This design comes from an exercise in tuning for small area, a short achievable clock period and few clock cycles per item on the open sky130 flow, not from production work.
RTL that was checked went through simulation tests only; none was proved equivalent to the original.
For run 2, only the layout was checked, not whether the RTL still works.

==> flow/design.v, too long to show whole: its modules and the start of the top module <==
// module sram_sequencer: 145 lines
// module chroma_upsampler: 71 lines
// module fir9_a: 184 lines
// module colour_matrix: 71 lines
// module pixel_x_a: 289 lines
// module pixel_g_a: 266 lines
// module yuv_to_rgb_top: 67 lines
module yuv_to_rgb_top (
	input  logic                Clock_50,
	input  logic                Resetn,
	input  logic                start,
	input  csc_pkg::sram_word_t sram_read_data,
	output csc_pkg::sram_req_t  sram_req,
	output logic                done
);
  // ...
==> flow/flow/run.sh <==
#!/bin/bash
# The standard layout, with the port buffers that global placement inserts
# made of buf_4 cells, and clock tree synthesis clustering 25 sinks within
# 80 um per leaf buffer, without dummy loads.
set -euo pipefail
bash standard.sh synth > synth.log 2>&1
export BUFFER_PORTS_ARGS="-buffer_cell sky130_fd_sc_hd__buf_4"
export CTS_ARGS="-sink_clustering_enable -repair_clock_nets -sink_clustering_size 25 -sink_clustering_max_diameter 80 -dont_use_dummy_load"
bash standard.sh finish > layout.log 2>&1
==> flow/standard.sh <==
#!/bin/bash
# synth_recipe.tcl (not shown) runs the flow's synth.tcl, then flattens the netlist and writes it again
# the make line also repeats each setting of config.mk as NAME=value (left out here)
make -C /OpenROAD-flow-scripts/flow DESIGN_CONFIG=/design/flow/config.mk WORK_HOME=/design/flow/orfs CLKGATE_MAP_FILE= SYNTH_SCRIPT=/design/flow/synth_recipe.tcl "${@:-finish}"
==> flow/config.mk <==
export PLATFORM = sky130hd
export DESIGN_NAME = yuv_to_rgb_top
export DESIGN_NICKNAME = yuv_to_rgb_top
export VERILOG_FILES = /design/flow/design.v
export SDC_FILE = /design/flow/constraint.sdc
export NUM_CORES = 4
export LEC_CHECK = 0
export ABC_AREA = 1
export CAP_MARGIN = 20
export CORE_MARGIN = 2
export CORE_UTILIZATION = 40
export SLEW_MARGIN = 20
==> flow/constraint.sdc <==
create_clock -name core_clock -period 15.0 [get_ports {Clock_50}]
set_input_delay 3.0000 -clock core_clock [delete_from_list [all_inputs] [get_ports {Clock_50}]]
set_output_delay 3.0000 -clock core_clock [all_outputs]
set_load 0.01 [all_outputs]
==> report_table.html, run 1 <==
<table>
<tr><th>Metric</th><th>Value</th></tr>
<tr><th colspan="2">Clocking</th></tr>
<tr><td>Clock-pin slew of the registers on the worst-case setup and hold paths</td><td>0.09 ns</td></tr>
<tr><th colspan="2">Placement</th></tr>
<tr><td>Placed standard-cell area</td><td>20600 um^2</td></tr>
<tr><th colspan="2">Finish</th></tr>
<tr><td>Antenna Diode Count</td><td>0</td></tr>
<tr><td>Most common cell after layout, fill and taps aside</td><td>inv_1</td></tr>
<tr><td>Final Instance Count excl. Fillers</td><td>2530</td></tr>
<tr><td>Non-clk invs</td><td>425</td></tr>
<tr><td>Flip-flop and latch share of the layout cell area</td><td>38.1%</td></tr>
<tr><td>Clock buffer instance count of the final layout</td><td>21</td></tr>
<tr><td>Final std cell area, no fill</td><td>21100 um^2</td></tr>
<tr><td>Largest register FFs</td><td>96</td></tr>
<tr><th colspan="2">Critical path</th></tr>
<tr><td>Depth of the worst register-to-register path</td><td>13</td></tr>
<tr><td>Flop-to-flop setup slack</td><td>11.23 ns</td></tr>
<tr><td>Category of cells accounting for the largest share of critical-path delay</td><td>flip-flops</td></tr>
<tr><td>Critical path startpoint</td><td>u_sequencer.addr_q[4]$_SDFF_PP0_</td></tr>
<tr><td>Worst Setup Path Type</td><td>reg2out</td></tr>
<tr><th colspan="2">Floorplan</th></tr>
<tr><td>Number of tap instances</td><td>615</td></tr>
<tr><th colspan="2">STA</th></tr>
<tr><td>Tightest slew margin relative to the limit</td><td>27.2%</td></tr>
<tr><td>Unrepaired setup endpoints after global routing</td><td>false</td></tr>
<tr><td>Post-route setup TNS</td><td>0 ns</td></tr>
<tr><th colspan="2">Min path</th></tr>
<tr><td>Hold Crit Start</td><td>u_upsampler.w[52]$_DFFE_PP_</td></tr>
<tr><th colspan="2">Route</th></tr>
<tr><td>Drt pass-1 iters</td><td>7</td></tr>
<tr><td>Final antenna-violating net count</td><td>0</td></tr>
<tr><td>Wire length reported by the detailed router</td><td>41800 um</td></tr>
<tr><td>Routed length per instance</td><td>16.5 um</td></tr>
<tr><td>Via density per instance</td><td>4.89</td></tr>
<tr><th colspan="2">Synthesis</th></tr>
<tr><td>Fraction of the mapped netlist area in adder cells</td><td>30.9%</td></tr>
<tr><td>Most area-hungry cell type in the Yosys netlist</td><td>edfxtp_1</td></tr>
<tr><th colspan="2">Outcome</th></tr>
<tr><td>Outcome</td><td>complete, no violations</td></tr>
<tr><th colspan="2">Global route</th></tr>
<tr><td>Grt peak-use layer</td><td>met2</td></tr>
</table>
Testbench counts, summed over its fixed seeds: cycles 39,408, rows 48.
==> module sram_sequencer, before the edit <==
module sram_sequencer (
	input  logic                Clock_50,
	input  logic                Resetn,
	input  logic                start,
	input  csc_pkg::channel_t   x,
	input  csc_pkg::channel_t   g,
	output logic [34:0]         req,
	output logic                done,
	output logic                push,
	output logic [1:0]          push_src,
	output logic                uh_cap,
	output logic                vh_cap,
	output logic                y_cap,
	output logic                uo_cap,
	output logic [4:0]          phase,
	output logic                sr,
	output logic                sb
);
logic pro;
logic run;
logic [7:0] k;
logic [4:0] ph;
logic [7:0] hold_b;
logic [7:0] hold_g;
logic [17:0] addr_q;
logic [15:0] wd_q;
logic we_q;
logic [17:0] nxt_addr;
logic nxt_we_n;
logic [7:0] kp1;
logic [6:0] cw;
logic [8:0] k3;
logic k_ge7;
logic tail;
logic virt;
logic k_nz;
logic k_end;
logic idle;
assign req = {addr_q, wd_q, !we_q};
assign idle = !pro && !run;
assign tail = (k >= 8'd155) && (k <= 8'd160);
assign virt = (k == 8'd255);
assign k_nz = (k != 8'd0);
assign k_end = (k == 8'd160);
assign k_ge7 = (k >= 8'd7);
always_comb begin
	push = 1'b0;
	push_src = 2'd0;
	uh_cap = 1'b0;
	vh_cap = 1'b0;
	if (pro) begin
		push = (k >= 8'd3);
		if (k == 8'd9) push_src = 2'd2;
		else if (k == 8'd10) push_src = 2'd3;
		else begin
			uh_cap = k[0];
			vh_cap = !k[0];
		end
	end else if (run) begin
		if (ph[0]) begin
			push = 1'b1;
			push_src = (!k[0] && !tail) ? 2'd1 : 2'd2;
		end
		if (ph[1]) begin
			push = 1'b1;
			push_src = (!k[0] && !tail) ? 2'd0 : 2'd3;
			uh_cap = k[0] && !tail;
			vh_cap = !k[0] && !tail;
		end
	end
end
assign y_cap = ph[0];
assign uo_cap = ph[4];
assign phase = ph;
assign kp1 = k + 8'd1;
assign cw = k[7:1] + 7'd3;
assign k3 = {k, 1'b0} + {1'b0, k};
always_comb begin
	nxt_addr = {10'd0, kp1};
	nxt_we_n = 1'b1;
	if (idle) begin
		nxt_addr = csc_pkg::u_base;
	end else if (pro) begin
		if (k == 8'd11) nxt_addr = csc_pkg::u_base | 18'd2;
		else nxt_addr = (k[0] ? csc_pkg::v_base : csc_pkg::u_base) | {17'd0, k_ge7};
	end else begin
		if (ph[3]) begin
			nxt_addr = (k[0] ? csc_pkg::v_base : csc_pkg::u_base) | {11'd0, cw};
		end else if (ph[4]) begin
			nxt_addr = csc_pkg::rgb_base | {9'd0, k3};
			nxt_we_n = virt;
		end else if (ph[0] || ph[1]) begin
			nxt_addr = csc_pkg::rgb_base | {9'd0, addr_q[8:0] + 9'd1};
			nxt_we_n = !k_nz || virt;
		end
	end
end
always_ff @(posedge Clock_50 or negedge Resetn) begin
	if (!Resetn) begin
		pro <= 1'b0;
		run <= 1'b0;
		done <= 1'b0;
		we_q <= 1'b0;
	end else begin
		we_q <= !nxt_we_n;
		if (idle) begin
			if (start) begin
				pro <= 1'b1;
				done <= 1'b0;
			end
		end else if (pro) begin
			if (k == 8'd12) begin
				pro <= 1'b0;
				run <= 1'b1;
			end
		end else if (ph[2] && k_end) begin
			run <= 1'b0;
			done <= 1'b1;
		end
	end
end
always_ff @(posedge Clock_50) begin
	addr_q <= nxt_addr;
	if (idle) begin
		k <= 8'd1;
	end else if (pro) begin
		if (k == 8'd12) begin
			k <= 8'd255;
			ph <= 5'b00001;
		end else begin
			k <= kp1;
		end
	end else begin
		ph <= {ph[3:0], ph[4]};
		if (ph[4]) k <= kp1;
	end
	sr <= ph[2] || ph[3];
	sb <= ph[1] || ph[4];
	if (ph[3]) hold_b <= x;
	hold_g <= g;
	if (ph[4]) wd_q <= {x, g};
	else if (ph[0]) wd_q <= {hold_b, x};
	else wd_q <= {hold_g, x};
end
endmodule
==> module chroma_upsampler, before the edit <==
module chroma_upsampler (
	input  logic                Clock_50,
	input  csc_pkg::sram_word_t sram_read_data,
	input  logic                push,
	input  logic [1:0]          push_src,
	input  logic                uh_cap,
	input  logic                vh_cap,
	input  logic                y_cap,
	input  logic                uo_cap,
	input  logic [4:0]          phase,
	output csc_pkg::sample_t    y,
	output csc_pkg::sample_t    u,
	output csc_pkg::sample_t    c
);
logic [11:0][7:0] w;
logic [15:0] uh;
logic [7:0] vh;
logic [15:0] yh;
logic [7:0] uoh;
logic [7:0] pin;
logic [8:0] sum_o;
logic [8:0] sum_m;
logic [8:0] sum_i;
logic [9:0] s0;
logic [9:0] s1;
logic c8;
logic [9:0] s0_q;
logic [9:0] s1_q;
logic c8_q;
logic [9:0] acc;
logic [7:0] fir;
always_comb begin
	case (push_src)
		2'd0: pin = sram_read_data[15:8];
		2'd1: pin = uh[15:8];
		2'd2: pin = uh[7:0];
		default: pin = vh;
	endcase
end
fir9_a u_fir (
	.p  (sum_o),
	.q  (sum_m),
	.r  (sum_i),
	.s0 (s0),
	.s1 (s1),
	.c8 (c8)
);
assign acc = s0_q + s1_q + {9'd0, c8_q};
assign fir = acc[9] ? 8'd0 : (acc[8] ? 8'd255 : acc[7:0]);
always_ff @(posedge Clock_50) begin
	if (push) w <= {w[10:0], pin};
	if (uh_cap) uh <= sram_read_data;
	if (vh_cap) vh <= sram_read_data[7:0];
	if (y_cap) yh <= sram_read_data;
	sum_o <= {1'b0, w[11]} + {1'b0, w[1]};
	sum_m <= {1'b0, w[9]} + {1'b0, w[3]};
	sum_i <= {1'b0, w[7]} + {1'b0, w[5]};
	s0_q <= s0;
	s1_q <= s1;
	c8_q <= c8;
	if (uo_cap) uoh <= fir;
	u <= phase[2] ? w[9] : uoh;
	if (phase[1] || phase[2]) begin
		y <= yh[15:8];
		c <= w[8];
	end else begin
		y <= yh[7:0];
		c <= phase[3] ? fir : uoh;
	end
end
endmodule
==> module colour_matrix, before the edit <==
module colour_matrix (
	input  logic              Clock_50,
	input  csc_pkg::sample_t  y,
	input  csc_pkg::sample_t  u,
	input  csc_pkg::sample_t  c,
	input  logic              sr,
	input  logic              sb,
	output csc_pkg::channel_t x,
	output csc_pkg::channel_t g
);
logic [10:0] x_h0;
logic [10:0] x_h1;
logic [10:0] g_h0;
logic [10:0] g_h1;
logic x_c8;
logic x_g;
logic x_p;
logic g_c8;
logic g_g;
logic g_p;
logic [10:0] x_h0q;
logic [10:0] x_h1q;
logic [10:0] g_h0q;
logic [10:0] g_h1q;
logic x_c8q;
logic x_gq;
logic x_pq;
logic g_c8q;
logic g_gq;
logic g_pq;
pixel_x_a u_rb (
	.y    (y),
	.c    (c),
	.sr   (sr),
	.sb   (sb),
	.x_h0 (x_h0),
	.x_h1 (x_h1),
	.x_c8 (x_c8),
	.x_g  (x_g),
	.x_p  (x_p)
);
pixel_g_a u_g (
	.y    (y),
	.u    (u),
	.v    (c),
	.g_h0 (g_h0),
	.g_h1 (g_h1),
	.g_c8 (g_c8),
	.g_g  (g_g),
	.g_p  (g_p)
);
always_ff @(posedge Clock_50) begin
	x_h0q <= x_h0;
	x_h1q <= x_h1;
	x_c8q <= x_c8;
	x_gq <= x_g;
	x_pq <= x_p;
	g_h0q <= g_h0;
	g_h1q <= g_h1;
	g_c8q <= g_c8;
	g_gq <= g_g;
	g_pq <= g_p;
end
function automatic csc_pkg::channel_t clip(input logic [10:0] s);
	if (s[10]) clip = 8'd0;
	else if (s[9] || s[8]) clip = 8'd255;
	else clip = s[7:0];
endfunction
assign x = clip(x_h0q + x_h1q + {10'd0, x_gq | (x_pq & x_c8q)});
assign g = clip(g_h0q + g_h1q + {10'd0, g_gq | (g_pq & g_c8q)});
endmodule
==> inputs of run 2 (changes only) <==
--- a/flow/design.v
+++ b/flow/design.v
@@ -89,9 +89,15 @@
 assign y_cap = ph[0];
 assign uo_cap = ph[4];
 assign phase = ph;
-assign kp1 = k + 8'd1;
-assign cw = k[7:1] + 7'd3;
-assign k3 = {k, 1'b0} + {1'b0, k};
+logic [8:0] a_inc;
+logic kp1_co;
+logic cw_co;
+logic k3_co;
+logic a_inc_co;
+ripple_add #(.N(8)) u_kp1 (.a (k), .b (8'd0), .ci (1'b1), .s (kp1), .co (kp1_co));
+ripple_add #(.N(7)) u_cw (.a (k[7:1]), .b (7'd3), .ci (1'b0), .s (cw), .co (cw_co));
+ripple_add #(.N(9)) u_k3 (.a ({k, 1'b0}), .b ({1'b0, k}), .ci (1'b0), .s (k3), .co (k3_co));
+ripple_add #(.N(9)) u_a_inc (.a (addr_q[8:0]), .b (9'd0), .ci (1'b1), .s (a_inc), .co (a_inc_co));
 always_comb begin
 	nxt_addr = {10'd0, kp1};
 	nxt_we_n = 1'b1;
@@ -107,7 +113,7 @@
 			nxt_addr = csc_pkg::rgb_base | {9'd0, k3};
 			nxt_we_n = virt;
 		end else if (ph[0] || ph[1]) begin
-			nxt_addr = csc_pkg::rgb_base | {9'd0, addr_q[8:0] + 9'd1};
+			nxt_addr = csc_pkg::rgb_base | {9'd0, a_inc};
 			nxt_we_n = !k_nz || virt;
 		end
 	end
@@ -177,7 +183,6 @@
 );
 logic [11:0][7:0] w;
 logic [15:0] uh;
-logic [7:0] vh;
 logic [15:0] yh;
 logic [7:0] uoh;
 logic [7:0] pin;
@@ -191,13 +196,19 @@
 logic [9:0] s1_q;
 logic c8_q;
 logic [9:0] acc;
+logic acc_co;
+logic [7:0] sum_o_s;
+logic [7:0] sum_m_s;
+logic [7:0] sum_i_s;
+logic sum_o_c;
+logic sum_m_c;
+logic sum_i_c;
 logic [7:0] fir;
 always_comb begin
 	case (push_src)
 		2'd0: pin = sram_read_data[15:8];
-		2'd1: pin = uh[15:8];
 		2'd2: pin = uh[7:0];
-		default: pin = vh;
+		default: pin = uh[15:8];
 	endcase
 end
 fir9_a u_fir (
@@ -208,16 +219,19 @@
 	.s1 (s1),
 	.c8 (c8)
 );
-assign acc = s0_q + s1_q + {9'd0, c8_q};
+ripple_add #(.N(8)) u_sum_o (.a (w[11]), .b (w[1]), .ci (1'b0), .s (sum_o_s), .co (sum_o_c));
+ripple_add #(.N(8)) u_sum_m (.a (w[9]), .b (w[3]), .ci (1'b0), .s (sum_m_s), .co (sum_m_c));
+ripple_add #(.N(8)) u_sum_i (.a (w[7]), .b (w[5]), .ci (1'b0), .s (sum_i_s), .co (sum_i_c));
+ripple_add #(.N(10)) u_acc (.a (s0_q), .b (s1_q), .ci (c8_q), .s (acc), .co (acc_co));
 assign fir = acc[9] ? 8'd0 : (acc[8] ? 8'd255 : acc[7:0]);
 always_ff @(posedge Clock_50) begin
 	if (push) w <= {w[10:0], pin};
 	if (uh_cap) uh <= sram_read_data;
-	if (vh_cap) vh <= sram_read_data[7:0];
+	else if (vh_cap) uh[15:8] <= sram_read_data[7:0];
 	if (y_cap) yh <= sram_read_data;
-	sum_o <= {1'b0, w[11]} + {1'b0, w[1]};
-	sum_m <= {1'b0, w[9]} + {1'b0, w[3]};
-	sum_i <= {1'b0, w[7]} + {1'b0, w[5]};
+	sum_o <= {sum_o_c, sum_o_s};
+	sum_m <= {sum_m_c, sum_m_s};
+	sum_i <= {sum_i_c, sum_i_s};
 	s0_q <= s0;
 	s1_q <= s1;
 	c8_q <= c8;
@@ -485,8 +499,43 @@
 	else if (s[9] || s[8]) clip = 8'd255;
 	else clip = s[7:0];
 endfunction
-assign x = clip(x_h0q + x_h1q + {10'd0, x_gq | (x_pq & x_c8q)});
-assign g = clip(g_h0q + g_h1q + {10'd0, g_gq | (g_pq & g_c8q)});
+logic [10:0] x_s;
+logic [10:0] g_s;
+logic x_co;
+logic g_co;
+ripple_add #(.N(11)) u_x_add (
+	.a  (x_h0q),
+	.b  (x_h1q),
+	.ci (x_gq | (x_pq & x_c8q)),
+	.s  (x_s),
+	.co (x_co)
+);
+ripple_add #(.N(11)) u_g_add (
+	.a  (g_h0q),
+	.b  (g_h1q),
+	.ci (g_gq | (g_pq & g_c8q)),
+	.s  (g_s),
+	.co (g_co)
+);
+assign x = clip(x_s);
+assign g = clip(g_s);
+endmodule
+module ripple_add #(
+	parameter int N = 8
+) (
+	input  logic [N-1:0] a,
+	input  logic [N-1:0] b,
+	input  logic         ci,
+	output logic [N-1:0] s,
+	output logic         co
+);
+logic [N:0] c;
+assign c[0] = ci;
+for (genvar i = 0; i < N; i++) begin : g_bit
+	assign s[i] = a[i] ^ b[i] ^ c[i];
+	assign c[i + 1] = (a[i] & b[i]) | (a[i] & c[i]) | (b[i] & c[i]);
+end
+assign co = c[N];
 endmodule
 module pixel_x_a (
 	input  logic [7:0] y,
==> flow/flow/run.sh (replaced) <==
#!/bin/bash
# The standard layout, with the port buffers that global placement inserts
# made of buf_4 cells, and clock tree synthesis clustering 25 sinks within
# 80 um per leaf buffer, without dummy loads.
set -euo pipefail
bash standard.sh synth > synth.log 2>&1
export BUFFER_PORTS_ARGS="-buffer_cell sky130_fd_sc_hd__buf_4"
export CTS_ARGS="-sink_clustering_enable -repair_clock_nets -sink_clustering_size 32 -sink_clustering_max_diameter 100 -dont_use_dummy_load"
bash standard.sh finish > layout.log 2>&1
==> run 2 against run 1 <==
  * Critical endpoint is now u_sequencer.hold_b[7]$_DFFE_PP_
  * Die area down 7.9%
  * Worst hold slack worse by 0.027 ns
  * Highest routed layer unchanged
  * Via count down 18%
  * Register-to-register slack worse by 1.4 ns
  * Clock-buffer cell count down 7
==> report_table.html, run 2 <==
<table>
<tr><th>Metric</th><th>Value</th></tr>
<tr><th colspan="2">Floorplan</th></tr>
<tr><td>Std-Cell Rows</td><td>77 (was 80)</td></tr>
<tr><td>I/O pin count</td><td>55 (unchanged)</td></tr>
<tr><td>Die boundary height</td><td>216 um (was 225 um)</td></tr>
<tr><td>Core Area</td><td>44200 um^2 (was 47900 um^2)</td></tr>
<tr><td>Die area</td><td>46600 um^2 (was 50600 um^2)</td></tr>
<tr><td>Horizontal extent of the die</td><td>216 um (was 225 um)</td></tr>
<tr><td>Initial Util</td><td>40.6% (was 40.7%)</td></tr>
<tr><th colspan="2">Route</th></tr>
<tr><td>Drt pass-1 iters</td><td>5 (was 7)</td></tr>
<tr><td>Final antenna-violating net count</td><td>0 (unchanged)</td></tr>
<tr><td>Routed length per instance</td><td>17.0 um (was 16.5 um)</td></tr>
<tr><td>Via density per instance</td><td>4.75 (was 4.89)</td></tr>
<tr><td>DRC violation count after routing</td><td>0 (unchanged)</td></tr>
<tr><td>Count of routing violations after the opening detailed-route iteration</td><td>670 (was 765)</td></tr>
<tr><td>Via count</td><td>10200 (was 12400)</td></tr>
<tr><td>Wire length reported by the detailed router</td><td>36500 um (was 41800 um)</td></tr>
<tr><th colspan="2">Run</th></tr>
<tr><td># Max-Cap Violations</td><td>0 (unchanged)</td></tr>
<tr><th colspan="2">Critical path</th></tr>
<tr><td>Endpoint required time on the critical path</td><td>15.24 ns (was 12.00 ns)</td></tr>
<tr><td>Data arrival time of the critical path</td><td>5.44 ns (was 1.12 ns)</td></tr>
<tr><td>Worst Setup Path Type</td><td>reg2reg (was reg2out)</td></tr>
<tr><td>Critical path startpoint category</td><td>register (unchanged)</td></tr>
<tr><td>Critical path startpoint</td><td>u_matrix.x_pq$_DFF_P_ (was u_sequencer.addr_q[4]$_SDFF_PP0_)</td></tr>
<tr><td>R2R Path Start</td><td>u_matrix.x_pq$_DFF_P_ (was u_sequencer.sb$_DFF_P_)</td></tr>
<tr><td>Maximum fanout along the worst path</td><td>8 (was 6)</td></tr>
<tr><td>Type of element capturing the critical path</td><td>register (was output pin)</td></tr>
<tr><th colspan="2">STA</th></tr>
<tr><td>Total of endpoints with negative setup slack in the final report</td><td>0 (unchanged)</td></tr>
<tr><td>Pins over their slew limit</td><td>0 (unchanged)</td></tr>
<tr><td>Fmax</td><td>0.193 GHz (was 0.243 GHz)</td></tr>
<tr><td>Post-Route Skew</td><td>0.0716 ns (was 0.0813 ns)</td></tr>
<tr><td>Worst Max-Slew Pin Slew</td><td>1.05 ns (was 1.09 ns)</td></tr>
<tr><td>Final critical-path share of the clock period</td><td>34.6% (was 27.4%)</td></tr>
<tr><td>Setup slack after layout</td><td>9.81 ns (was 10.88 ns)</td></tr>
<tr><td>Hold Vio Cnt, Final</td><td>0 (unchanged)</td></tr>
<tr><td>Minimum clock period after layout</td><td>5.19 ns (was 4.12 ns)</td></tr>
<tr><td>Unrepaired setup endpoints after global routing</td><td>false (unchanged)</td></tr>
<tr><td>Tightest slew margin relative to the limit</td><td>30.3% (was 27.2%)</td></tr>
<tr><td>Post-route setup TNS</td><td>0 ns (unchanged)</td></tr>
<tr><th colspan="2">Outcome</th></tr>
<tr><td>Outcome</td><td>complete, no violations (unchanged)</td></tr>
<tr><th colspan="2">Synthesis</th></tr>
<tr><td>Synth area leaders</td><td>fa_1 (27%), edfxtp_1 (25%), dfxtp_1 (18%) (was edfxtp_1 (24%), fa_1 (21%), dfxtp_1 (16%))</td></tr>
<tr><td>Most used DFF post-synth</td><td>dfxtp_1 (unchanged)</td></tr>
<tr><td>Post-synthesis sequential area ratio</td><td>43.4% (was 41.1%)</td></tr>
<tr><td>Synthesis Warnings</td><td>3 (unchanged)</td></tr>
<tr><td>Number of different library cells in the post-synthesis netlist</td><td>49 (was 51)</td></tr>
<tr><td>Most used standard cells in the synthesized netlist</td><td>inv_1 (356), fa_1 (243), dfxtp_1 (161) (was inv_1 (421), nand2_1 (262), fa_1 (202))</td></tr>
<tr><td>Most area-hungry cell type in the Yosys netlist</td><td>fa_1 (was edfxtp_1)</td></tr>
<tr><td>Synthesized area</td><td>18000 um^2 (was 19500 um^2)</td></tr>
<tr><td>Share of synthesized registers carrying an async set or reset</td><td>1.27% (was 1.24%)</td></tr>
<tr><td>Number of cells produced by synthesis</td><td>1502 (was 1864)</td></tr>
<tr><td>Mean instance size in the synthesized netlist</td><td>12.0 um^2 (was 10.5 um^2)</td></tr>
<tr><td>Number of flops mapped to enable cells by yosys</td><td>149 (was 157)</td></tr>
<tr><td>Synthesized Nets</td><td>1895 (was 2244)</td></tr>
<tr><td>Most common cell in the synthesized netlist</td><td>inv_1 (unchanged)</td></tr>
<tr><td>Number of register bits inferred by synthesis</td><td>314 (was 322)</td></tr>
<tr><td>Synth top area share</td><td>27.1% (was 24.1%)</td></tr>
<tr><th colspan="2">Finish</th></tr>
<tr><td>Antenna Diode Count</td><td>0 (unchanged)</td></tr>
<tr><td>Area Overhead vs Synth</td><td>7.81% (was 7.98%)</td></tr>
<tr><td>Share of final-layout standard cells stronger than drive strength 1</td><td>6.91% (was 5.85%)</td></tr>
<tr><td>Largest register FFs</td><td>96 (unchanged)</td></tr>
<tr><td>Net count reported at finish</td><td>1944 (was 2297)</td></tr>
<tr><td>Final std cell area, no fill</td><td>19400 um^2 (was 21100 um^2)</td></tr>
<tr><td>Most common cell after layout, fill and taps aside</td><td>inv_1 (unchanged)</td></tr>
<tr><td>Sequential cell area</td><td>7800 um^2 (was 8040 um^2)</td></tr>
<tr><td>Combined area of the multi-input logic cells</td><td>8660 um^2 (was 9730 um^2)</td></tr>
<tr><td>Highest-count cells in the layout ignoring fill and taps</td><td>inv_1 (356), fa_1 (243), dfxtp_1 (161) (was inv_1 (421), nand2_1 (262), fa_1 (202))</td></tr>
<tr><td>Most flops, register</td><td>u_upsampler.w (unchanged)</td></tr>
<tr><td>Layout filler cell count</td><td>4127 (was 4456)</td></tr>
<tr><th colspan="2">Clocking</th></tr>
<tr><td>Clock latency of the later-clocked register in the worst-skew pair</td><td>0.53 ns (was 0.56 ns)</td></tr>
<tr><td>Number of buffers inserted to repair setup after CTS</td><td>0 (unchanged)</td></tr>
<tr><td>H-tree level count</td><td>1 (unchanged)</td></tr>
<tr><td>Hold bufs inserted after CTS</td><td>0 (unchanged)</td></tr>
<tr><td>Cell at the root of the clock tree</td><td>clkbuf_16 (unchanged)</td></tr>
<tr><td>Total CTS buffers</td><td>14 (was 21)</td></tr>
<tr><td>Clock net sink count</td><td>314 (was 322)</td></tr>
<tr><td>CTS tree</td><td>yes (unchanged)</td></tr>
<tr><td>Maximum root-to-sink buffer count</td><td>3 (unchanged)</td></tr>
<tr><td>Clock-pin slew of the registers on the worst-case setup and hold paths</td><td>0.12 ns (was 0.09 ns)</td></tr>
<tr><td>Number of gates resized after cts</td><td>0 (unchanged)</td></tr>
<tr><th colspan="2">Placement</th></tr>
<tr><td>Routability-driven placement congestion ratio</td><td>0.889 (was 0.926)</td></tr>
<tr><td>Placed standard-cell area</td><td>19000 um^2 (was 20600 um^2)</td></tr>
<tr><td>Count of port buffers added during placement</td><td>53 (unchanged)</td></tr>
<tr><td>Worst slack at placement</td><td>9.74 ns (was 11.30 ns)</td></tr>
<tr><td>Half-perimeter wire length after placement</td><td>29200 um (was 33400 um)</td></tr>
<tr><th colspan="2">Min path</th></tr>
<tr><td>Path type of the worst min-delay path</td><td>reg2reg (unchanged)</td></tr>
<tr><td>Hold Crit Start</td><td>u_upsampler.w[17]$_DFFE_PP_ (was u_upsampler.w[52]$_DFFE_PP_)</td></tr>
<tr><th colspan="2">Global route</th></tr>
<tr><td>Largest net degree at the start of global routing</td><td>86 (was 82)</td></tr>
<tr><td>Vias in the first global route</td><td>11000 (was 12900)</td></tr>
<tr><td>Initial antenna violation count</td><td>0 (was 1)</td></tr>
<tr><td>Total global routing overflow</td><td>0 (unchanged)</td></tr>
<tr><td>All-layer global routing usage</td><td>16.3% (was 17.2%)</td></tr>
<tr><td>Global-route wire length before repair</td><td>59600 um (was 68600 um)</td></tr>
</table>
run 2: cell types whose count changed after synthesis, moves of 11 or more:
cell     delta
a21oi_1    -45
a31oi_1    +11
fa_1       +41
ha_1       -28
inv_1      -65
nand2_1   -110
nand3_1    -77
nand4_1    -13
nor2_1     -11
xnor2_1    -14
xor2_1     -29
run 2: layout make-up:
cell class | count | area share, %
clock buffer | 14 | 1.81
inverter | 365 | 7.10
multi-input combinational | 798 | 44.7
sequential | 314 | 40.3
tap | 592 | 3.83
timing repair buffer | 58 | 2.25
run 2: worst max-delay path, stage by stage (launching register included):
cell and delay [ns]:
dfxtp_1 0.30, a21o_1 0.18, fa_1 0.45, fa_1 0.46, fa_1 0.47, fa_1 0.43
inv_1 0.09, fa_1 0.17, inv_1 0.06, fa_1 0.44, fa_1 0.46, fa_1 0.42
inv_1 0.09, fa_1 0.18, ha_1 0.13, nand2_1 0.16, o21ai_0 0.42, inv_1 0.08
run 2: kinds of logic after synthesis:
family	count (synthesis)	share of synthesized area, %
AO/OA/AOI/OAI	150	4.92
XOR/XNOR	5	0.244
AND/OR/NAND/NOR	260	6.27
multiplexers	8	0.502
adder cells (fa/ha/maj)	374	36.2
buffers and inverters	390	8.41
other	1	0.0209
flip-flops	314	43.4
run 2: per-stage QoR:
| stage | hold slack [ns] | utilization, % | cells |
|---|---|---|---|
| floorplan | 0.400 | - | 1502 |
| global route | 0.404 | 43.8 | 2141 |
| detailed placement | 0.405 | 43.0 | 2127 |
| CTS | 0.393 | 43.8 | 2141 |
| global placement | 0.402 | 43.0 | 2127 |
| finish | 0.394 | 43.8 | 2141 |
run 2: path summary, 6_finish.rpt:
path | end | slack, ns | depth (start not counted)
max | u_sequencer.hold_b[7]$_DFFE_PP_ | 9.81 | 17
min | u_upsampler.w[25]$_DFFE_PP_ | 0.39 | 0
max reg2reg | u_sequencer.hold_b[7]$_DFFE_PP_ | 9.81 | 17
min reg2reg | u_upsampler.w[25]$_DFFE_PP_ | 0.39 | 0
max in group asynchronous | u_sequencer.pro$_DFFE_PN0P_ | 12.65 | 1
min in group asynchronous | u_sequencer.we_q$_DFF_PN0_ | 2.25 | 1
run 2: per-layer routing:
layer | global-route usage, % | part of all wire, %
met5 | 0 | 0
met4 | 3.31 | 1.9
met1 | 22.1 | 45
met3 | 1.78 | 3.6
met2 | 28.6 | 49
==> inputs of run 3 (changes only) <==
--- a/flow/design.v
+++ b/flow/design.v
@@ -196,7 +196,6 @@
 logic [9:0] s1_q;
 logic c8_q;
 logic [9:0] acc;
-logic acc_co;
 logic [7:0] sum_o_s;
 logic [7:0] sum_m_s;
 logic [7:0] sum_i_s;
@@ -222,7 +221,7 @@
 ripple_add #(.N(8)) u_sum_o (.a (w[11]), .b (w[1]), .ci (1'b0), .s (sum_o_s), .co (sum_o_c));
 ripple_add #(.N(8)) u_sum_m (.a (w[9]), .b (w[3]), .ci (1'b0), .s (sum_m_s), .co (sum_m_c));
 ripple_add #(.N(8)) u_sum_i (.a (w[7]), .b (w[5]), .ci (1'b0), .s (sum_i_s), .co (sum_i_c));
-ripple_add #(.N(10)) u_acc (.a (s0_q), .b (s1_q), .ci (c8_q), .s (acc), .co (acc_co));
+sk_add10 u_acc (.a (s0_q), .b (s1_q), .ci (c8_q), .s (acc));
 assign fir = acc[9] ? 8'd0 : (acc[8] ? 8'd255 : acc[7:0]);
 always_ff @(posedge Clock_50) begin
 	if (push) w <= {w[10:0], pin};
@@ -430,6 +429,75 @@
 	assign s1 = {1'b0, 1'b1, fs140, fs138, fs136, fs134, fs132, fs130, fs128, fs126};
 	assign c8 = flG170;
 endmodule
+module sk_add10 (
+	input  logic [9:0] a,
+	input  logic [9:0] b,
+	input  logic [0:0] ci,
+	output logic [9:0] s
+);
+	wire g0 = a[0] & b[0];
+	wire g1 = a[1] & b[1];
+	wire g2 = a[2] & b[2];
+	wire g3 = a[3] & b[3];
+	wire g4 = a[4] & b[4];
+	wire g5 = a[5] & b[5];
+	wire g6 = a[6] & b[6];
+	wire g7 = a[7] & b[7];
+	wire g8 = a[8] & b[8];
+	wire g9 = a[9] & b[9];
+	wire p10 = a[0] ^ b[0];
+	wire p11 = a[1] ^ b[1];
+	wire p12 = a[2] ^ b[2];
+	wire p13 = a[3] ^ b[3];
+	wire p14 = a[4] ^ b[4];
+	wire p15 = a[5] ^ b[5];
+	wire p16 = a[6] ^ b[6];
+	wire p17 = a[7] ^ b[7];
+	wire p18 = a[8] ^ b[8];
+	wire p19 = a[9] ^ b[9];
+	wire G20 = g0 | (p10 & ci);
+	wire G21 = g1 | (p11 & G20);
+	wire P22 = p11 & p10;
+	wire G23 = g3 | (p13 & g2);
+	wire P24 = p13 & p12;
+	wire G25 = g5 | (p15 & g4);
+	wire P26 = p15 & p14;
+	wire G27 = g7 | (p17 & g6);
+	wire P28 = p17 & p16;
+	wire G29 = g9 | (p19 & g8);
+	wire P30 = p19 & p18;
+	wire G31 = g2 | (p12 & G21);
+	wire P32 = p12 & P22;
+	wire G33 = G23 | (P24 & G21);
+	wire P34 = P24 & P22;
+	wire G35 = g6 | (p16 & G25);
+	wire P36 = p16 & P26;
+	wire G37 = G27 | (P28 & G25);
+	wire P38 = P28 & P26;
+	wire G39 = g4 | (p14 & G33);
+	wire P40 = p14 & P34;
+	wire G41 = G25 | (P26 & G33);
+	wire P42 = P26 & P34;
+	wire G43 = G35 | (P36 & G33);
+	wire P44 = P36 & P34;
+	wire G45 = G37 | (P38 & G33);
+	wire P46 = P38 & P34;
+	wire G47 = g8 | (p18 & G45);
+	wire P48 = p18 & P46;
+	wire G49 = G29 | (P30 & G45);
+	wire P50 = P30 & P46;
+	wire s51 = p10 ^ ci;
+	wire s52 = p11 ^ G20;
+	wire s53 = p12 ^ G21;
+	wire s54 = p13 ^ G31;
+	wire s55 = p14 ^ G33;
+	wire s56 = p15 ^ G39;
+	wire s57 = p16 ^ G41;
+	wire s58 = p17 ^ G43;
+	wire s59 = p18 ^ G45;
+	wire s60 = p19 ^ G47;
+	assign s = {s60, s59, s58, s57, s56, s55, s54, s53, s52, s51};
+endmodule
 `timescale 1ns/1ps
 module colour_matrix (
 	input  logic              Clock_50,
@@ -501,21 +569,17 @@
 endfunction
 logic [10:0] x_s;
 logic [10:0] g_s;
-logic x_co;
-logic g_co;
-ripple_add #(.N(11)) u_x_add (
+sk_add11 u_x_add (
 	.a  (x_h0q),
 	.b  (x_h1q),
 	.ci (x_gq | (x_pq & x_c8q)),
-	.s  (x_s),
-	.co (x_co)
+	.s  (x_s)
 );
-ripple_add #(.N(11)) u_g_add (
+sk_add11 u_g_add (
 	.a  (g_h0q),
 	.b  (g_h1q),
 	.ci (g_gq | (g_pq & g_c8q)),
-	.s  (g_s),
-	.co (g_co)
+	.s  (g_s)
 );
 assign x = clip(x_s);
 assign g = clip(g_s);
@@ -1092,6 +1156,82 @@
 	assign g_h0 = {1'b1, gk189, gc187, gc185, gc183, gc181, gc179, gc177, gc175, gc173, gc171};
 	assign g_h1 = {1'b0, 1'b1, gh188, gs186, gs184, gs182, gs180, gs178, gs176, gs174, gs172};
 endmodule
+module sk_add11 (
+	input  logic [10:0] a,
+	input  logic [10:0] b,
+	input  logic [0:0] ci,
+	output logic [10:0] s
+);
+	wire g0 = a[0] & b[0];
+	wire g1 = a[1] & b[1];
+	wire g2 = a[2] & b[2];
+	wire g3 = a[3] & b[3];
+	wire g4 = a[4] & b[4];
+	wire g5 = a[5] & b[5];
+	wire g6 = a[6] & b[6];
+	wire g7 = a[7] & b[7];
+	wire g8 = a[8] & b[8];
+	wire g9 = a[9] & b[9];
+	wire g10 = a[10] & b[10];
+	wire p11 = a[0] ^ b[0];
+	wire p12 = a[1] ^ b[1];
+	wire p13 = a[2] ^ b[2];
+	wire p14 = a[3] ^ b[3];
+	wire p15 = a[4] ^ b[4];
+	wire p16 = a[5] ^ b[5];
+	wire p17 = a[6] ^ b[6];
+	wire p18 = a[7] ^ b[7];
+	wire p19 = a[8] ^ b[8];
+	wire p20 = a[9] ^ b[9];
+	wire p21 = a[10] ^ b[10];
+	wire G22 = g0 | (p11 & ci);
+	wire G23 = g1 | (p12 & G22);
+	wire P24 = p12 & p11;
+	wire G25 = g3 | (p14 & g2);
+	wire P26 = p14 & p13;
+	wire G27 = g5 | (p16 & g4);
+	wire P28 = p16 & p15;
+	wire G29 = g7 | (p18 & g6);
+	wire P30 = p18 & p17;
+	wire G31 = g9 | (p20 & g8);
+	wire P32 = p20 & p19;
+	wire G33 = g2 | (p13 & G23);
+	wire P34 = p13 & P24;
+	wire G35 = G25 | (P26 & G23);
+	wire P36 = P26 & P24;
+	wire G37 = g6 | (p17 & G27);
+	wire P38 = p17 & P28;
+	wire G39 = G29 | (P30 & G27);
+	wire P40 = P30 & P28;
+	wire G41 = g10 | (p21 & G31);
+	wire P42 = p21 & P32;
+	wire G43 = g4 | (p15 & G35);
+	wire P44 = p15 & P36;
+	wire G45 = G27 | (P28 & G35);
+	wire P46 = P28 & P36;
+	wire G47 = G37 | (P38 & G35);
+	wire P48 = P38 & P36;
+	wire G49 = G39 | (P40 & G35);
+	wire P50 = P40 & P36;
+	wire G51 = g8 | (p19 & G49);
+	wire P52 = p19 & P50;
+	wire G53 = G31 | (P32 & G49);
+	wire P54 = P32 & P50;
+	wire G55 = G41 | (P42 & G49);
+	wire P56 = P42 & P50;
+	wire s57 = p11 ^ ci;
+	wire s58 = p12 ^ G22;
+	wire s59 = p13 ^ G23;
+	wire s60 = p14 ^ G33;
+	wire s61 = p15 ^ G35;
+	wire s62 = p16 ^ G43;
+	wire s63 = p17 ^ G45;
+	wire s64 = p18 ^ G47;
+	wire s65 = p19 ^ G49;
+	wire s66 = p20 ^ G51;
+	wire s67 = p21 ^ G53;
+	assign s = {s67, s66, s65, s64, s63, s62, s61, s60, s59, s58, s57};
+endmodule
 `timescale 1ns/1ps
 module yuv_to_rgb_top (
 	input  logic                Clock_50,
==> flow/flow/run.sh (replaced) <==
#!/bin/bash
# The standard layout, with the port buffers that global placement inserts
# made of buf_4 cells, and clock tree synthesis clustering 25 sinks within
# 80 um per leaf buffer, without dummy loads.
set -euo pipefail
bash standard.sh synth > synth.log 2>&1
export BUFFER_PORTS_ARGS="-buffer_cell sky130_fd_sc_hd__buf_4"
export CTS_ARGS="-sink_clustering_enable -repair_clock_nets -sink_clustering_size 25 -sink_clustering_max_diameter 80 -dont_use_dummy_load"
bash standard.sh finish > layout.log 2>&1
==> run 3 against run 2 <==
  * Still clean on timing, DRC and antenna
  * Worst hold slack better by 0.0069 ns
  * Synthesized cell count up 7.5%
  * Sequential share of layout area down 1.3 points
  * Flip-flop and latch count unchanged
==> report_table.html, run 3 <==
<table>
<tr><th>Metric</th><th>Value</th></tr>
<tr><th colspan="2">Finish</th></tr>
<tr><td>Largest register FFs</td><td>96 (unchanged)</td></tr>
<tr><td>Combined area of the multi-input logic cells</td><td>9160 um^2 (was 8660 um^2)</td></tr>
<tr><td>Most common cell after layout, fill and taps aside</td><td>inv_1 (unchanged)</td></tr>
<tr><td>Layout filler cell count</td><td>4309 (was 4127)</td></tr>
<tr><td>Most flops, register</td><td>u_upsampler.w (unchanged)</td></tr>
<tr><td>Highest-count cells in the layout ignoring fill and taps</td><td>inv_1 (352), fa_1 (231), nand2_1 (211) (was inv_1 (356), fa_1 (243), dfxtp_1 (161))</td></tr>
<tr><td>Antenna Diode Count</td><td>0 (unchanged)</td></tr>
<tr><td>Area Overhead vs Synth</td><td>8.56% (was 7.81%)</td></tr>
<tr><td>Share of final-layout standard cells stronger than drive strength 1</td><td>6.95% (was 6.91%)</td></tr>
<tr><td>Net count reported at finish</td><td>2070 (was 1944)</td></tr>
<tr><td>Sequential cell area</td><td>7800 um^2 (unchanged)</td></tr>
<tr><th colspan="2">STA</th></tr>
<tr><td>Unrepaired setup endpoints after global routing</td><td>false (unchanged)</td></tr>
<tr><td>Minimum clock period after layout</td><td>4.13 ns (was 5.19 ns)</td></tr>
<tr><td>Total of endpoints with negative setup slack in the final report</td><td>0 (unchanged)</td></tr>
<tr><td>Final critical-path share of the clock period</td><td>27.5% (was 34.6%)</td></tr>
<tr><td>Post-route setup TNS</td><td>0 ns (unchanged)</td></tr>
<tr><td>Setup slack after layout</td><td>10.87 ns (was 9.81 ns)</td></tr>
<tr><td>Fmax</td><td>0.242 GHz (was 0.193 GHz)</td></tr>
<tr><td>Post-Route Skew</td><td>0.0830 ns (was 0.0716 ns)</td></tr>
<tr><td>Worst Max-Slew Pin Slew</td><td>1.03 ns (was 1.05 ns)</td></tr>
<tr><td>Tightest slew margin relative to the limit</td><td>31.6% (was 30.3%)</td></tr>
<tr><td>Worst hold slack</td><td>0.401 ns (was 0.394 ns)</td></tr>
<tr><td>Hold Vio Cnt, Final</td><td>0 (unchanged)</td></tr>
<tr><td>Pins over their slew limit</td><td>0 (unchanged)</td></tr>
<tr><th colspan="2">Critical path</th></tr>
<tr><td>Combined buffer and inverter count along the critical path</td><td>1 (was 4)</td></tr>
<tr><td>R2R Path Start</td><td>u_sequencer.k[0]$_SDFFE_PP1P_ (was u_matrix.x_pq$_DFF_P_)</td></tr>
<tr><td>Maximum fanout along the worst path</td><td>2 (was 8)</td></tr>
<tr><td>Type of element capturing the critical path</td><td>output pin (was register)</td></tr>
<tr><td>Number of stages on the worst setup path</td><td>1 (was 17)</td></tr>
<tr><td>Category of cells accounting for the largest share of critical-path delay</td><td>flip-flops (was adder cells)</td></tr>
<tr><td>Depth of the worst register-to-register path</td><td>11 (was 17)</td></tr>
<tr><td>Worst Setup Path Type</td><td>reg2out (was reg2reg)</td></tr>
<tr><td>Flop-to-flop setup slack</td><td>11.22 ns (was 9.81 ns)</td></tr>
<tr><td>Endpoint required time on the critical path</td><td>12.00 ns (was 15.24 ns)</td></tr>
<tr><td>Endpoint of the worst-slack reg-to-reg timing path</td><td>u_sequencer.addr_q[7]$_SDFF_PP0_ (was u_sequencer.hold_b[7]$_DFFE_PP_)</td></tr>
<tr><td>Worst path max stage delay</td><td>0.41 ns (was 0.47 ns)</td></tr>
<tr><td>Cell with the biggest individual delay on the critical path</td><td>dfrtp_1 (was fa_1)</td></tr>
<tr><td>Critical path startpoint category</td><td>register (unchanged)</td></tr>
<tr><td>Worst path cell trace</td><td>buf_4 (was a21o_1 -&gt; fa_1 -&gt; fa_1 -&gt; fa_1 -&gt; fa_1 -&gt; inv_1 -&gt; fa_1 -&gt; inv_1 -&gt; fa_1 -&gt; fa_1 -&gt; fa_1 -&gt; inv_1 -&gt; fa_1 -&gt; ha_1 -&gt; nand2_1 -&gt; o21ai_0 -&gt; inv_1)</td></tr>
<tr><td>Data arrival time of the critical path</td><td>1.13 ns (was 5.44 ns)</td></tr>
<tr><th colspan="2">Synthesis</th></tr>
<tr><td>Number of flops mapped to enable cells by yosys</td><td>149 (unchanged)</td></tr>
<tr><td>Most area-hungry cell type in the Yosys netlist</td><td>fa_1 (unchanged)</td></tr>
<tr><td>Share of synthesized registers carrying an async set or reset</td><td>1.27% (unchanged)</td></tr>
<tr><td>Number of register bits inferred by synthesis</td><td>314 (unchanged)</td></tr>
<tr><td>Post-Synth Simple-Gate Area</td><td>8.52% (was 6.27%)</td></tr>
<tr><td>Fraction of the mapped netlist area in adder cells</td><td>35.2% (was 36.2%)</td></tr>
<tr><td>Mux contribution to synthesized area</td><td>0% (was 0.502%)</td></tr>
<tr><td>Mean instance size in the synthesized netlist</td><td>11.4 um^2 (was 12.0 um^2)</td></tr>
<tr><td>Synthesis Warnings</td><td>3 (unchanged)</td></tr>
<tr><td>Synth top area share</td><td>25.1% (was 27.1%)</td></tr>
<tr><td>Number of different library cells in the post-synthesis netlist</td><td>53 (was 49)</td></tr>
<tr><td>Synth area leaders</td><td>fa_1 (25%), edfxtp_1 (24%), dfxtp_1 (17%) (was fa_1 (27%), edfxtp_1 (25%), dfxtp_1 (18%))</td></tr>
<tr><td>Synthesized Nets</td><td>2014 (was 1895)</td></tr>
<tr><td>Most common cell in the synthesized netlist</td><td>inv_1 (unchanged)</td></tr>
<tr><td>Post-synthesis sequential area ratio</td><td>42.3% (was 43.4%)</td></tr>
<tr><td>Synth Area in XOR/XNOR</td><td>0.475% (was 0.244%)</td></tr>
<tr><td>Most used DFF post-synth</td><td>dfxtp_1 (unchanged)</td></tr>
<tr><td>Number of cells produced by synthesis</td><td>1615 (was 1502)</td></tr>
<tr><td>Synthesized area</td><td>18400 um^2 (was 18000 um^2)</td></tr>
<tr><td>Most used standard cells in the synthesized netlist</td><td>inv_1 (352), fa_1 (231), nand2_1 (211) (was inv_1 (356), fa_1 (243), dfxtp_1 (161))</td></tr>
<tr><td>Compound-Gate Fraction of Synth Area</td><td>5.41% (was 4.92%)</td></tr>
<tr><td>Combinational family with the most area after synthesis</td><td>adder cells (unchanged)</td></tr>
<tr><th colspan="2">Placement</th></tr>
<tr><td>Worst slack at placement</td><td>11.22 ns (was 9.74 ns)</td></tr>
<tr><td>Routability-driven placement congestion ratio</td><td>0.932 (was 0.889)</td></tr>
<tr><td>Count of port buffers added during placement</td><td>53 (unchanged)</td></tr>
<tr><td>Half-perimeter wire length after placement</td><td>32500 um (was 29200 um)</td></tr>
<tr><th colspan="2">Global route</th></tr>
<tr><td>Vias in the first global route</td><td>11900 (was 11000)</td></tr>
<tr><td>Largest net degree at the start of global routing</td><td>74 (was 86)</td></tr>
<tr><td>Initial antenna violation count</td><td>0 (unchanged)</td></tr>
<tr><td>All-layer global routing usage</td><td>18.0% (was 16.3%)</td></tr>
<tr><td>Global-route wire length before repair</td><td>65700 um (was 59600 um)</td></tr>
<tr><td>Total global routing overflow</td><td>0 (unchanged)</td></tr>
<tr><th colspan="2">Clocking</th></tr>
<tr><td>Clock-pin slew of the registers on the worst-case setup and hold paths</td><td>0.10 ns (was 0.12 ns)</td></tr>
<tr><td>CTS tree</td><td>yes (unchanged)</td></tr>
<tr><td>Number of gates resized after cts</td><td>0 (unchanged)</td></tr>
<tr><td>Clock latency of the later-clocked register in the worst-skew pair</td><td>0.56 ns (was 0.53 ns)</td></tr>
<tr><td>Hold bufs inserted after CTS</td><td>0 (unchanged)</td></tr>
<tr><td>Total CTS buffers</td><td>21 (was 14)</td></tr>
<tr><td>Maximum root-to-sink buffer count</td><td>3 (unchanged)</td></tr>
<tr><td>Clock net sink count</td><td>314 (unchanged)</td></tr>
<tr><td>Cell at the root of the clock tree</td><td>clkbuf_16 (unchanged)</td></tr>
<tr><td>Number of buffers inserted to repair setup after CTS</td><td>0 (unchanged)</td></tr>
<tr><td>H-tree level count</td><td>1 (unchanged)</td></tr>
<tr><th colspan="2">Min path</th></tr>
<tr><td>Path type of the worst min-delay path</td><td>reg2reg (unchanged)</td></tr>
<tr><td>Cells on Worst Hold Path</td><td>0 (unchanged)</td></tr>
<tr><td>Hold Crit Start</td><td>u_upsampler.w[5]$_DFFE_PP_ (was u_upsampler.w[17]$_DFFE_PP_)</td></tr>
<tr><td>Endpoint of the worst hold-timing path</td><td>u_upsampler.w[13]$_DFFE_PP_ (was u_upsampler.w[25]$_DFFE_PP_)</td></tr>
<tr><th colspan="2">Floorplan</th></tr>
<tr><td>Std-Cell Rows</td><td>78 (was 77)</td></tr>
<tr><td>Die area</td><td>47900 um^2 (was 46600 um^2)</td></tr>
<tr><td>Initial Util</td><td>40.6% (about the same)</td></tr>
<tr><td>Die boundary height</td><td>219 um (was 216 um)</td></tr>
<tr><td>Horizontal extent of the die</td><td>219 um (was 216 um)</td></tr>
<tr><td>I/O pin count</td><td>55 (unchanged)</td></tr>
<tr><td>Core Area</td><td>45500 um^2 (was 44200 um^2)</td></tr>
<tr><th colspan="2">Route</th></tr>
<tr><td>DRC violation count after routing</td><td>0 (unchanged)</td></tr>
<tr><td>Via density per instance</td><td>4.84 (was 4.75)</td></tr>
<tr><td>Wire length reported by the detailed router</td><td>40700 um (was 36500 um)</td></tr>
<tr><td>Final antenna-violating net count</td><td>0 (unchanged)</td></tr>
<tr><td>Via count</td><td>11000 (was 10200)</td></tr>
<tr><td>Routed length per instance</td><td>17.9 um (was 17.0 um)</td></tr>
<tr><td>Drt pass-1 iters</td><td>6 (was 5)</td></tr>
<tr><td>Count of routing violations after the opening detailed-route iteration</td><td>647 (was 670)</td></tr>
<tr><th colspan="2">Run</th></tr>
<tr><td># Max-Cap Violations</td><td>0 (unchanged)</td></tr>
<tr><th colspan="2">Outcome</th></tr>
<tr><td>Outcome</td><td>complete, no violations (unchanged)</td></tr>
</table>
-- run 3: routing by layer --
metal	track usage (%)	wire length, um
met5	0	0
met4	5.54	1210
met3	3.06	2020
met2	30.1	19500
met1	23.9	17900
-- run 3: kinds of logic after synthesis --
group           Yosys count
simple gates            360
xor+xnor                 10
fa+ha+maj               380
flops                   314
other cells               1
compound gates          164
buf+inv                 386
-- run 3: worst max-delay path by stage --
| stage | startpoint | to | slack [ns] |
|---|---|---|---|
| after detailed placement | u_sequencer.k[0]$_SDFFE_PP1P_ | u_sequencer.addr_q[7]$_SDFF_PP0_ | 11.22 |
| after floorplan | u_sequencer.ph[0]$_SDFFCE_PP1P_ | u_upsampler.w[0]$_DFFE_PP_ | 6.72 |
| final | u_sequencer.done$_DFFE_PN0P_ | done | 10.87 |
| after global routing | u_sequencer.done$_DFFE_PN0P_ | done | 10.82 |
| after global placement | u_sequencer.k[0]$_SDFFE_PP1P_ | u_sequencer.addr_q[7]$_SDFF_PP0_ | 11.29 |
| after CTS | u_sequencer.done$_DFFE_PN0P_ | done | 10.84 |
-- run 3: cell type report --
cell class	instances	share of cell area, %
Sequential cell	314	38.9
Tap cell	600	3.75
Multi-Input combinational cell	915	45.7
Clock buffer	21	2.62
Timing Repair Buffer	57	2.14
Inverter	362	6.82
-- run 3: metrics by stage --
stage / utilization, % / area (um^2) / cells
after global routing: 44.0 / 20000 / 2269
after global placement: 42.9 / 19500 / 2248
final: 44.0 / 20000 / 2269
after detailed placement: 42.9 / 19500 / 2248
after floorplan: - / 18400 / 1615
after CTS: 44.0 / 20000 / 2269
Testbench counts of run 3, summed over its fixed seeds: cycles 39,408, rows 48.
==> inputs of run 4 (changes only) <==
--- a/flow/design.v
+++ b/flow/design.v
@@ -50,14 +50,14 @@
 logic k_ge7;
 logic tail;
 logic virt;
-logic k_nz;
+logic pre;
 logic k_end;
 logic idle;
 assign req = {addr_q, wd_q, !we_q};
 assign idle = !pro && !run;
-assign tail = (k >= 8'd155) && (k <= 8'd160);
+assign tail = (k >= 8'd154) && (k <= 8'd159);
 assign virt = (k == 8'd255);
-assign k_nz = (k != 8'd0);
+assign pre = (k[7:1] == 7'h7f);
 assign k_end = (k == 8'd160);
 assign k_ge7 = (k >= 8'd7);
 always_comb begin
@@ -76,28 +76,31 @@
 	end else if (run) begin
 		if (ph[0]) begin
 			push = 1'b1;
-			push_src = (!k[0] && !tail) ? 2'd1 : 2'd2;
+			push_src = (k[0] && !tail) ? 2'd1 : 2'd2;
 		end
 		if (ph[1]) begin
 			push = 1'b1;
-			push_src = (!k[0] && !tail) ? 2'd0 : 2'd3;
-			uh_cap = k[0] && !tail;
-			vh_cap = !k[0] && !tail;
+			push_src = (k[0] && !tail) ? 2'd0 : 2'd3;
+			uh_cap = !k[0] && !tail;
+			vh_cap = k[0] && !tail;
 		end
 	end
 end
 assign y_cap = ph[0];
 assign uo_cap = ph[4];
 assign phase = ph;
-logic [8:0] a_inc;
 logic kp1_co;
 logic cw_co;
 logic k3_co;
-logic a_inc_co;
 ripple_add #(.N(8)) u_kp1 (.a (k), .b (8'd0), .ci (1'b1), .s (kp1), .co (kp1_co));
 ripple_add #(.N(7)) u_cw (.a (k[7:1]), .b (7'd3), .ci (1'b0), .s (cw), .co (cw_co));
-ripple_add #(.N(9)) u_k3 (.a ({k, 1'b0}), .b ({1'b0, k}), .ci (1'b0), .s (k3), .co (k3_co));
-ripple_add #(.N(9)) u_a_inc (.a (addr_q[8:0]), .b (9'd0), .ci (1'b1), .s (a_inc), .co (a_inc_co));
+ripple_add #(.N(9)) u_k3 (
+	.a  ({k, ph[0] || ph[1]}),
+	.b  ({1'b0, k}),
+	.ci (ph[1]),
+	.s  (k3),
+	.co (k3_co)
+);
 always_comb begin
 	nxt_addr = {10'd0, kp1};
 	nxt_we_n = 1'b1;
@@ -113,8 +116,8 @@
 			nxt_addr = csc_pkg::rgb_base | {9'd0, k3};
 			nxt_we_n = virt;
 		end else if (ph[0] || ph[1]) begin
-			nxt_addr = csc_pkg::rgb_base | {9'd0, a_inc};
-			nxt_we_n = !k_nz || virt;
+			nxt_addr = csc_pkg::rgb_base | {9'd0, k3};
+			nxt_we_n = pre;
 		end
 	end
 end
@@ -148,14 +151,14 @@
 		k <= 8'd1;
 	end else if (pro) begin
 		if (k == 8'd12) begin
-			k <= 8'd255;
+			k <= 8'd254;
 			ph <= 5'b00001;
 		end else begin
 			k <= kp1;
 		end
 	end else begin
 		ph <= {ph[3:0], ph[4]};
-		if (ph[4]) k <= kp1;
+		if (ph[1]) k <= kp1;
 	end
 	sr <= ph[2] || ph[3];
 	sb <= ph[1] || ph[4];
==> run 4 against run 3 <==
  * Flip-flop and latch count stayed put
  * First-iteration DRC count is 0.46% lower
  * Setup slack worse by 1.3 ns
  * Via count is 3.5% lower
  * Synthesized cell count is 2.0% lower
  * Wire length is 7.6% lower
  * Sequential share of layout area is 0.43 points higher
  * Synthesized area is 1.1% lower
  * Clock-buffer cell count is 1 lower
  * Largest cell class unchanged
==> report_table.html, run 4 <==
<table>
<tr><th>Metric</th><th>Value</th></tr>
<tr><th colspan="2">Outcome</th></tr>
<tr><td>Outcome</td><td>complete, no violations (unchanged)</td></tr>
<tr><th colspan="2">Synthesis</th></tr>
<tr><td>Most used standard cells in the synthesized netlist</td><td>inv_1 (359), fa_1 (235), nand2_1 (186) (was inv_1 (352), fa_1 (231), nand2_1 (211))</td></tr>
<tr><td>Most area-hungry cell type in the Yosys netlist</td><td>fa_1 (unchanged)</td></tr>
<tr><td>Synthesis Warnings</td><td>3 (unchanged)</td></tr>
<tr><td>Synthesized Nets</td><td>1981 (was 2014)</td></tr>
<tr><td>Synth area leaders</td><td>fa_1 (26%), edfxtp_1 (25%), dfxtp_1 (18%) (was fa_1 (25%), edfxtp_1 (24%), dfxtp_1 (17%))</td></tr>
<tr><td>Number of flops mapped to enable cells by yosys</td><td>149 (unchanged)</td></tr>
<tr><td>Number of register bits inferred by synthesis</td><td>314 (unchanged)</td></tr>
<tr><td>Most common cell in the synthesized netlist</td><td>inv_1 (unchanged)</td></tr>
<tr><td>Synth top area share</td><td>25.8% (was 25.1%)</td></tr>
<tr><td>Post-synthesis sequential area ratio</td><td>42.7% (was 42.3%)</td></tr>
<tr><th colspan="2">Placement</th></tr>
<tr><td>Routability-driven placement congestion ratio</td><td>0.881 (was 0.932)</td></tr>
<tr><td>Half-perimeter wire length after placement</td><td>29900 um (was 32500 um)</td></tr>
<tr><td>Count of port buffers added during placement</td><td>53 (unchanged)</td></tr>
<tr><td>Dpl cells</td><td>2218 (was 2248)</td></tr>
<tr><th colspan="2">Route</th></tr>
<tr><td>Drt pass-1 iters</td><td>5 (was 6)</td></tr>
<tr><th colspan="2">STA</th></tr>
<tr><td>Unrepaired setup endpoints after global routing</td><td>false (unchanged)</td></tr>
<tr><td>Tightest slew margin relative to the limit</td><td>34.2% (was 31.6%)</td></tr>
<tr><td>Worst Max-Slew Pin Slew</td><td>0.988 ns (was 1.03 ns)</td></tr>
<tr><td>Fmax</td><td>0.185 GHz (was 0.242 GHz)</td></tr>
<tr><td>Total of endpoints with negative setup slack in the final report</td><td>0 (unchanged)</td></tr>
<tr><td>Hold Vio Cnt, Final</td><td>0 (unchanged)</td></tr>
<tr><td>Pins over their slew limit</td><td>0 (unchanged)</td></tr>
<tr><th colspan="2">Finish</th></tr>
<tr><td>Final Instance Count excl. Fillers</td><td>2238 (was 2269)</td></tr>
<tr><td>Sequential cell area</td><td>7800 um^2 (unchanged)</td></tr>
<tr><td>Final std cell area, no fill</td><td>19800 um^2 (was 20000 um^2)</td></tr>
<tr><td>Most common cell after layout, fill and taps aside</td><td>inv_1 (unchanged)</td></tr>
<tr><td>Area Overhead vs Synth</td><td>8.53% (was 8.56%)</td></tr>
<tr><td>Net count reported at finish</td><td>2038 (was 2070)</td></tr>
<tr><th colspan="2">Critical path</th></tr>
<tr><td>Most Frequent Cell on Critical Path</td><td>fa_1</td></tr>
<tr><td>Combined buffer and inverter count along the critical path</td><td>1 (unchanged)</td></tr>
<tr><td>Data arrival time of the critical path</td><td>5.81 ns (was 1.13 ns)</td></tr>
<tr><td>Critical path startpoint category</td><td>register (unchanged)</td></tr>
<tr><td>Cell with the biggest individual delay on the critical path</td><td>edfxtp_1 (was dfrtp_1)</td></tr>
<tr><td>Worst path cell trace</td><td>nor2_1 -&gt; inv_1 -&gt; fa_1 -&gt; fa_1 -&gt; fa_1 -&gt; fa_1 -&gt; fa_1 -&gt; fa_1 -&gt; fa_1 -&gt; fa_1 -&gt; a21oi_1 -&gt; o211ai_1 -&gt; and2_1 (was buf_4)</td></tr>
<tr><td>Category of cells accounting for the largest share of critical-path delay</td><td>adder cells (was flip-flops)</td></tr>
<tr><td>Type of element capturing the critical path</td><td>register (was output pin)</td></tr>
<tr><th colspan="2">Clocking</th></tr>
<tr><td>CTS tree</td><td>yes (unchanged)</td></tr>
<tr><td>Maximum root-to-sink buffer count</td><td>3 (unchanged)</td></tr>
<tr><td>Total CTS buffers</td><td>20 (was 21)</td></tr>
<tr><td>Number of gates resized after cts</td><td>0 (unchanged)</td></tr>
<tr><td>Clock latency of the later-clocked register in the worst-skew pair</td><td>0.54 ns (was 0.56 ns)</td></tr>
<tr><td>Cell at the root of the clock tree</td><td>clkbuf_16 (unchanged)</td></tr>
<tr><th colspan="2">Floorplan</th></tr>
<tr><td>Core Area</td><td>45200 um^2 (was 45500 um^2)</td></tr>
<tr><td>Initial Util</td><td>40.4% (was 40.6%)</td></tr>
<tr><th colspan="2">Global route</th></tr>
<tr><td>All-layer global routing usage</td><td>16.6% (was 18.0%)</td></tr>
<tr><td>Largest net degree at the start of global routing</td><td>62 (was 74)</td></tr>
<tr><th colspan="2">Run</th></tr>
<tr><td># Max-Cap Violations</td><td>0 (unchanged)</td></tr>
</table>
[run 4: changes by cell type in the layout (fill, tap and decap cells not counted), moves of 5 or more]
cell	delta
o21ai_1	+8
inv_2	+5
a21boi_0	-8
or2_2	-6
o211ai_1	-7
ha_1	-5
inv_1	+7
nand2_1	-25
a21oi_1	-6
o21ai_2	+8
[run 4: layer usage]
| layer | part of all wire [%] | vias up | global-route usage [%] |
|---|---|---|---|
| met5 | 0 | - | 0 |
| met4 | 1.7 | 0 | 3.58 |
| met3 | 4.4 | 47 | 2.12 |
| met2 | 48 | 215 | 27.8 |
| met1 | 46 | 5300 | 23.3 |
| li1 | - | 5034 | - |
[run 4: layout make-up]
cell class / count / area share, %
sequential: 314 / 39.4
inverter: 373 / 7.07
timing repair buffer: 57 / 2.16
multi-input combinational: 874 / 45.1
clock buffer: 20 / 2.53
tap: 600 / 3.79
[run 4: cells by family (layout without fill, tap and decap cells)]
| logic type | after synthesis | count (layout) | synth area share [%] |
|---|---|---|---|
| buf+inv | 395 | 450 | 8.36 |
| compound gates | 154 | 154 | 4.96 |
| xor+xnor | 10 | 10 | 0.480 |
| fa+ha+maj | 379 | 379 | 35.6 |
| simple gates | 330 | 330 | 7.83 |
| flops | 314 | 314 | 42.7 |
| other cells | 1 | 1 | 0.0205 |
[run 4: path summary, 6_finish.rpt]
check | startpoint | end | slack, ns | depth (start not counted)
setup / recovery | u_sequencer.ph[0]$_SDFFCE_PP1P_ | u_sequencer.addr_q[8]$_SDFF_PP0_ | 9.59 | 13
hold / removal | u_upsampler.w[49]$_DFFE_PP_ | u_upsampler.w[57]$_DFFE_PP_ | 0.42 | 0
setup reg to reg | u_sequencer.ph[0]$_SDFFCE_PP1P_ | u_sequencer.addr_q[8]$_SDFF_PP0_ | 9.59 | 13
hold reg to reg | u_upsampler.w[49]$_DFFE_PP_ | u_upsampler.w[57]$_DFFE_PP_ | 0.42 | 0
max in group asynchronous | Resetn | u_sequencer.done$_DFFE_PN0P_ | 12.64 | 1
min in group asynchronous | Resetn | u_sequencer.we_q$_DFF_PN0_ | 2.26 | 1
[run 4: metrics by stage]
step                      setup slack (ns)  utilization, %  hold WS, ns
after global placement                9.63            42.7        0.402
after CTS                             9.56            43.8        0.425
final                                 9.59            43.8        0.424
after detailed placement              9.57            42.7        0.405
after global routing                  9.26            43.8        0.430
after floorplan                      10.01               -        0.400
[run 4: worst register-to-register path: stages (launching register included)]
cell and delay (ns):
edfxtp_1 0.80, nor2_1 0.32, inv_1 0.09, fa_1 0.45, fa_1 0.47, fa_1 0.46
fa_1 0.46, fa_1 0.47, fa_1 0.46, fa_1 0.46, fa_1 0.44, a21oi_1 0.16
o211ai_1 0.09, and2_1 0.16
Testbench counts of run 4, summed over its fixed seeds: cycles 39,408, rows 48.

what the ideal ports hide:
The flow's constraints put no driver on any port. The routed layouts listed below were extracted and timed again, unchanged, in two steps.
Step 1, drivers: a clkbuf_16 drives Clock_50 and a buf_2 each remaining input, both assumed.
Step 2, shift: input delay + t, output delay - t, t = (earliest + latest rising clock arrival at the registers) / 2. This alone moves slack from input paths to output paths.
Three values: ideal, step 1, step 2; two values: the first two.
| run | t, ns | setup slack, ns | clock arrival spread, ns | worst data-port slew with drivers (ns) | pins driven straight from the clock port |
|---|---|---|---|---|---|
| run 1 | 0.570 | 10.883 / 10.829 / 11.232 | 0.081 / 0.081 | 0.05 | 1 |
| run 2 | 0.544 | 9.805 / 9.805 / 9.805 | 0.072 / 0.071 | 0.04 | 1 |
| run 3 | 0.580 | 10.871 / 10.813 / 11.224 | 0.083 / 0.083 | 0.04 | 1 |
| run 4 | 0.557 | 9.595 / 9.595 / 9.595 | 0.079 / 0.078 | 0.04 | 1 |
After both steps setup and hold are still met in every run listed.
